Background: an optimization exercise with open tools, aiming at small area and a short achievable clock period. Do not read the settings as production practice.
Only simulation tests tie the RTL to the original design; equivalence was not proved.
Power is estimated from default activity; no workload was simulated.

==> inputs of job 9207 <==
Design bmu_top, start of the top module:
module bmu_top #(
  parameter bit ZBA_EN = 1'b1,
  parameter bit ZBB_EN = 1'b1,
  parameter bit ZBS_EN = 1'b1,
  parameter bit ZBP_EN = 1'b1
) (
  input  logic        clk,
  input  logic        rst_n,
  input  logic        valid_in,
  input  logic [5:0]  op,
  input  logic        csr_ren,
  input  logic [31:0] csr_rddata,
  input  logic [31:0] a,
  input  logic [31:0] b,
  output logic [31:0] result,
  output logic        error
);
  logic ext_off;
  always_comb begin
    case (op)
      6'd16, 6'd17, 6'd18:
        ext_off = !ZBA_EN;
      6'd8, 6'd9, 6'd10, 6'd14, 6'd15, 6'd19, 6'd20, 6'd21, 6'd22, 6'd23,
      6'd24, 6'd25, 6'd26, 6'd27, 6'd28, 6'd30, 6'd31, 6'd32:
        ext_off = !ZBB_EN;
      6'd33, 6'd34, 6'd35, 6'd36:
        ext_off = !ZBS_EN;
      6'd29:
        ext_off = !ZBP_EN;
      default:
        ext_off = 1'b0;
    endcase
  end
  logic illegal, csr_sel, en;
  assign illegal = (csr_ren && (op != 6'd0)) || ext_off;
  assign csr_sel = csr_ren && (op == 6'd0);
  assign en      = !csr_ren && !ext_off;
  logic [63:0] d;
  assign d = {63'd0, en} << op;
  logic o_add, o_sub, o_slt, o_sltu, o_and, o_or, o_xor, o_andn, o_orn, o_xnor;
  logic o_sll, o_srl, o_sra, o_rol, o_ror, o_sh1, o_sh2, o_sh3, o_clz, o_ctz;
  logic o_cpop, o_sextb, o_sexth, o_min, o_max, o_minu, o_maxu, o_pack, o_packu;
  logic o_packh, o_rev8, o_orcb, o_bset, o_bclr, o_binv, o_bext, o_csrw, o_csrwi;
  assign o_add   = d[1];
  assign o_sub   = d[2];
  assign o_slt   = d[3];
  assign o_sltu  = d[4];
  assign o_and   = d[5];
  assign o_or    = d[6];
  assign o_xor   = d[7];
  ...
==> flow/config.mk <==
export PLATFORM = sky130hd
export DESIGN_NAME = bmu_top
export DESIGN_NICKNAME = bmu_top
export VERILOG_FILES = /design/flow/design.v
export SDC_FILE = /design/flow/constraint.sdc
export NUM_CORES = 4
export LEC_CHECK = 0
export ABC_AREA = 1
export CAP_MARGIN = 20
export CORE_MARGIN = 2
export CORE_UTILIZATION = 45
export PLACE_DENSITY = 0.65
export SETUP_SLACK_MARGIN = 3.0
export SLEW_MARGIN = 20
==> flow/constraint.sdc <==
create_clock -name core_clock -period 7.5 [get_ports {clk}]
set_input_delay 1.5000 -clock core_clock [delete_from_list [all_inputs] [get_ports {clk}]]
set_output_delay 1.5000 -clock core_clock [all_outputs]
set_load 0.01 [all_outputs]
standard.sh (not shown) runs the stock make flow with config.mk's settings and CLKGATE_MAP_FILE= SYNTH_SCRIPT=/design/flow/synth_recipe.tcl, a recipe that flattens the netlist after the stock synthesis.
==> flow/flow/run.sh <==
#!/bin/bash
# The standard layout (standard.sh), with these changes made on its make
# command line / environment:
#  - ADDER_MAP_FILE is left empty, so synthesis does not extract full and
#    half adder cells and ABC maps the adder and popcount trees from gates;
#    the rest of synth_recipe.tcl runs unchanged, so the registers and their
#    names are the standard synthesis's
#  - ports are buffered with sky130_fd_sc_hd__buf_2 instead of the default
#    delay buffer
#  - the steps up to clock tree synthesis repair timing to the setup margin
#    of config.mk; routing and the steps after it repair to a margin of
#    flow/late_margin only
set -euo pipefail
LATE=$(cat flow/late_margin)
sed 's#SYNTH_SCRIPT=#ADDER_MAP_FILE= SYNTH_SCRIPT=#' standard.sh > flow_standard.sh
grep -q "ADDER_MAP_FILE= SYNTH_SCRIPT=" flow_standard.sh
sed "s#SETUP_SLACK_MARGIN=[^ ]*#SETUP_SLACK_MARGIN=$LATE#" flow_standard.sh > flow_standard_late.sh
grep -q "SETUP_SLACK_MARGIN=$LATE " flow_standard_late.sh
export BUFFER_PORTS_ARGS="-buffer_cell sky130_fd_sc_hd__buf_2"
bash flow_standard.sh cts > flow_make_early.log 2>&1
bash flow_standard_late.sh > flow_make_late.log 2>&1
==> flow/flow/late_margin <==
0.5
==> job 4948: changes against job 9207 <==
==> flow/flow/run.sh (replaced) <==
#!/bin/bash
# The standard layout (standard.sh), with two changes made on its make
# command line / environment:
#  - ADDER_MAP_FILE is left empty, so synthesis does not extract full and
#    half adder cells and ABC maps the adder and popcount trees from gates;
#    the rest of synth_recipe.tcl runs unchanged, so the registers and their
#    names are the standard synthesis's
#  - ports are buffered with sky130_fd_sc_hd__buf_2 instead of the default
#    delay buffer
set -euo pipefail
sed 's#SYNTH_SCRIPT=#ADDER_MAP_FILE= SYNTH_SCRIPT=#' standard.sh > flow_standard.sh
grep -q "ADDER_MAP_FILE= SYNTH_SCRIPT=" flow_standard.sh
export BUFFER_PORTS_ARGS="-buffer_cell sky130_fd_sc_hd__buf_2"
bash flow_standard.sh > flow_make.log 2>&1
CORE_UTILIZATION = 50   (was 45)
PLACE_DENSITY = 0.7   (was 0.65)
removed: flow/flow/late_margin
==> job 2306: changes against job 9207 <==
==> flow/flow/run.sh (replaced) <==
#!/bin/bash
# The standard layout (standard.sh), with two changes made on its make
# command line / environment:
#  - ADDER_MAP_FILE is left empty, so synthesis does not extract full and
#    half adder cells and ABC maps the adder and popcount trees from gates;
#    the rest of synth_recipe.tcl runs unchanged, so the registers and their
#    names are the standard synthesis's
#  - ports are buffered with sky130_fd_sc_hd__buf_2 instead of the default
#    delay buffer
set -euo pipefail
sed 's#SYNTH_SCRIPT=#ADDER_MAP_FILE= SYNTH_SCRIPT=#' standard.sh > flow_standard.sh
grep -q "ADDER_MAP_FILE= SYNTH_SCRIPT=" flow_standard.sh
export BUFFER_PORTS_ARGS="-buffer_cell sky130_fd_sc_hd__buf_2"
bash flow_standard.sh > flow_make.log 2>&1
CORE_UTILIZATION = 75   (was 45)
PLACE_DENSITY = 0.85   (was 0.65)
removed: flow/flow/late_margin
==> run summary <==
In job 4948 the critical path depth is lower than in job 9207, by 6. Of job 4948 and job 9207, job 9207 has the higher register-to-register slack (gap 0.04 ns). Against job 4948, the via count of job 9207 is lower by about 8%. Clock skew is the same in job 4948 and job 9207. Against job 9207, the non-clock buffer count of job 4948 is higher by 85. Job 4948 completed, yet does not pass: capacitance limit, slew limit. Job 2306 never finished: it broke off in 5_1_grt. Job 9207 completed with no timing, DRC or antenna violations. Worst hold slack: job 9207 is lower than job 4948 (0.0047 ns). Against job 9207, the first-iteration DRC count of job 4948 is higher by 34%. Sequential share of layout area: job 9207 is higher than job 4948 (0.80 points). Against job 9207, the die area of job 4948 is lower by 9.8%.

========
==> run a <==
bmu_top again, from the RTL that the note above started with.
==> flow/config.mk <==
export PLATFORM = sky130hd
export DESIGN_NAME = bmu_top
export DESIGN_NICKNAME = bmu_top
export VERILOG_FILES = /design/flow/design.v
export SDC_FILE = /design/flow/constraint.sdc
export NUM_CORES = 4
export LEC_CHECK = 0
export ABC_AREA = 1
export CAP_MARGIN = 20
export CORE_MARGIN = 2
export CORE_UTILIZATION = 45
export PLACE_DENSITY = 0.65
export SETUP_SLACK_MARGIN = 3.0
export SLEW_MARGIN = 20
==> flow/constraint.sdc <==
create_clock -name core_clock -period 7.5 [get_ports {clk}]
set_input_delay 1.5000 -clock core_clock [delete_from_list [all_inputs] [get_ports {clk}]]
set_output_delay 1.5000 -clock core_clock [all_outputs]
set_load 0.01 [all_outputs]
==> flow/flow/run.sh <==
#!/bin/bash
# The standard layout (standard.sh), with these changes made on its make
# command line / environment:
#  - ADDER_MAP_FILE is left empty, so synthesis does not extract full and
#    half adder cells and ABC maps the adder and popcount trees from gates;
#    the rest of synth_recipe.tcl runs unchanged, so the registers and their
#    names are the standard synthesis's
#  - ports are buffered with sky130_fd_sc_hd__buf_2 instead of the default
#    delay buffer
#  - the steps up to clock tree synthesis repair timing to the setup margin
#    of config.mk; routing and the steps after it repair to a margin of
#    flow/late_margin only
set -euo pipefail
LATE=$(cat flow/late_margin)
sed 's#SYNTH_SCRIPT=#ADDER_MAP_FILE= SYNTH_SCRIPT=#' standard.sh > flow_standard.sh
grep -q "ADDER_MAP_FILE= SYNTH_SCRIPT=" flow_standard.sh
sed "s#SETUP_SLACK_MARGIN=[^ ]*#SETUP_SLACK_MARGIN=$LATE#" flow_standard.sh > flow_standard_late.sh
grep -q "SETUP_SLACK_MARGIN=$LATE " flow_standard_late.sh
export BUFFER_PORTS_ARGS="-buffer_cell sky130_fd_sc_hd__buf_2"
bash flow_standard.sh cts > flow_make_early.log 2>&1
bash flow_standard_late.sh > flow_make_late.log 2>&1
==> flow/flow/late_margin <==
1.5
==> run b (differences from run a) <==
==> flow/flow/late_margin (replaced) <==
0.5
--- a/flow/config.mk
+++ b/flow/config.mk
@@ -8,7 +8,7 @@
 export ABC_AREA = 1
 export CAP_MARGIN = 20
 export CORE_MARGIN = 2
-export CORE_UTILIZATION = 45
-export PLACE_DENSITY = 0.65
+export CORE_UTILIZATION = 40
+export PLACE_DENSITY = 0.6
 export SETUP_SLACK_MARGIN = 3.0
 export SLEW_MARGIN = 20
==> run c (differences from run a) <==
==> flow/flow/late_margin (replaced) <==
0.5
--- a/flow/config.mk
+++ b/flow/config.mk
@@ -8,7 +8,7 @@
 export ABC_AREA = 1
 export CAP_MARGIN = 20
 export CORE_MARGIN = 2
-export CORE_UTILIZATION = 45
-export PLACE_DENSITY = 0.65
-export SETUP_SLACK_MARGIN = 3.0
+export CORE_UTILIZATION = 40
+export PLACE_DENSITY = 0.6
+export SETUP_SLACK_MARGIN = 2.8
 export SLEW_MARGIN = 20
==> run d (differences from run a) <==
==> flow/flow/run.sh (replaced) <==
#!/bin/bash
# The standard layout (standard.sh), with two changes made on its make
# command line / environment:
#  - ADDER_MAP_FILE is left empty, so synthesis does not extract full and
#    half adder cells and ABC maps the adder and popcount trees from gates;
#    the rest of synth_recipe.tcl runs unchanged, so the registers and their
#    names are the standard synthesis's
#  - ports are buffered with sky130_fd_sc_hd__buf_2 instead of the default
#    delay buffer
set -euo pipefail
sed 's#SYNTH_SCRIPT=#ADDER_MAP_FILE= SYNTH_SCRIPT=#' standard.sh > flow_standard.sh
grep -q "ADDER_MAP_FILE= SYNTH_SCRIPT=" flow_standard.sh
export BUFFER_PORTS_ARGS="-buffer_cell sky130_fd_sc_hd__buf_2"
bash flow_standard.sh > flow_make.log 2>&1
--- a/flow/config.mk
+++ b/flow/config.mk
@@ -8,7 +8,7 @@
 export ABC_AREA = 1
 export CAP_MARGIN = 20
 export CORE_MARGIN = 2
-export CORE_UTILIZATION = 45
-export PLACE_DENSITY = 0.65
+export CORE_UTILIZATION = 40
+export PLACE_DENSITY = 0.6
 export SETUP_SLACK_MARGIN = 3.0
 export SLEW_MARGIN = 20
removed: flow/flow/late_margin
==> run summary <==
### Timing
• **relative slew slack** 15.8%
• **maximum clock frequency** 202 MHz

### Final layout
• **count of buffers not belonging to the clock network in the layout** 178
• **cell area after layout** 0.0120 mm2
• **proportion of cell area occupied by registers** 6.86%

### Routing
• **drt first pass iters** 8
• **Metal-1 WL** 24900 um

### Worst setup path
• **Buf/Inv on CP** 5
• **launching instance or port of the critical path** op[5]

### Power and ir drop
• **share of power burned in registers** 14.3%
• **power per standard cell area** 132 mW/mm2

### Status
• **result of the run** no timing/DRC/antenna violations

the above is filed under run c

==> run summary <==
### Routing
• **highest metal layer with signal wires** met5
• **Metal-1 WL** 25100 um
• **drt first pass iters** 8

### Worst setup path
• **launching instance or port of the critical path** a[26]
• **Buf/Inv on CP** 4

### Power and ir drop
• **power per standard cell area** 131 mW/mm2

### Status
• **result of the run** no timing/DRC/antenna violations

### Timing
• **maximum clock frequency** 212 MHz
• **relative slew slack** 20.6%

### Final layout
• **count of buffers not belonging to the clock network in the layout** 201
• **proportion of cell area occupied by registers** 6.55%

the above is filed under run b

==> run summary <==
### Power and ir drop
• **share of power burned in registers** 13.7%
• **power per standard cell area** 132 mW/mm2

### Routing
• **Metal-1 WL** 23700 um
• **drt first pass iters** 9

### Status
• **result of the run** no timing/DRC/antenna violations

### Worst setup path
• **Buf/Inv on CP** 4
• **launching instance or port of the critical path** op[1]

### Timing
• **relative slew slack** 19.9%
• **maximum clock frequency** 212 MHz

### Final layout
• **proportion of cell area occupied by registers** 6.55%

the above is filed under run a

==> run summary <==
### Status
• **result of the run** no timing/DRC/antenna violations

### Timing
• **relative slew slack** 34.4%

### Worst setup path
• **Buf/Inv on CP** 3
• **launching instance or port of the critical path** b[4]

### Routing
• **Metal-1 WL** 25500 um

### Power and ir drop
• **power per standard cell area** 125 mW/mm2
• **share of power burned in registers** 12.5%

### Final layout
• **cell area after layout** 0.0144 mm2
• **proportion of cell area occupied by registers** 5.73%

the above is filed under run d

what the ideal ports hide:
How much do the figures lean on ideal ports? The routed layouts below were timed once more, with nothing changed but the port constraints.
Step 1 (the two cells are an assumption about what drives the block):
set clk [get_ports {clk}]
set_driving_cell -lib_cell sky130_fd_sc_hd__clkbuf_16 $clk
set_driving_cell -lib_cell sky130_fd_sc_hd__buf_2 [delete_from_list [all_inputs] $clk]
Step 2 times the ports against the registers' clock, not the clock port: input delays grow and output delays shrink by t, the midpoint of the rising clock arrivals with the driver on.
a / b / c = ideal ports / drivers / drivers and shift; a / b = the first two.
run	t, ns	slack for setup (ns)	latest minus earliest clock arrival (ns)	cell pins on the clock port's net
job 9207	0.338	2.788 / 2.774 / 2.436	0.006 / 0.006	1
job 4948	0.337	2.571 / 2.589 / 2.252	0.006 / 0.006	1
run a	0.338	2.788 / 2.774 / 2.436	0.006 / 0.006	1
run b	0.341	2.792 / 2.815 / 2.474	0.014 / 0.013	1
run c	0.340	2.543 / 2.567 / 2.227	0.014 / 0.014	1
run d	0.339	2.991 / 2.975 / 2.636	0.016 / 0.016	1
For run d, which loses most, drivers alone change the setup slack by -0.016 ns; drivers and shift together by -0.355 ns.
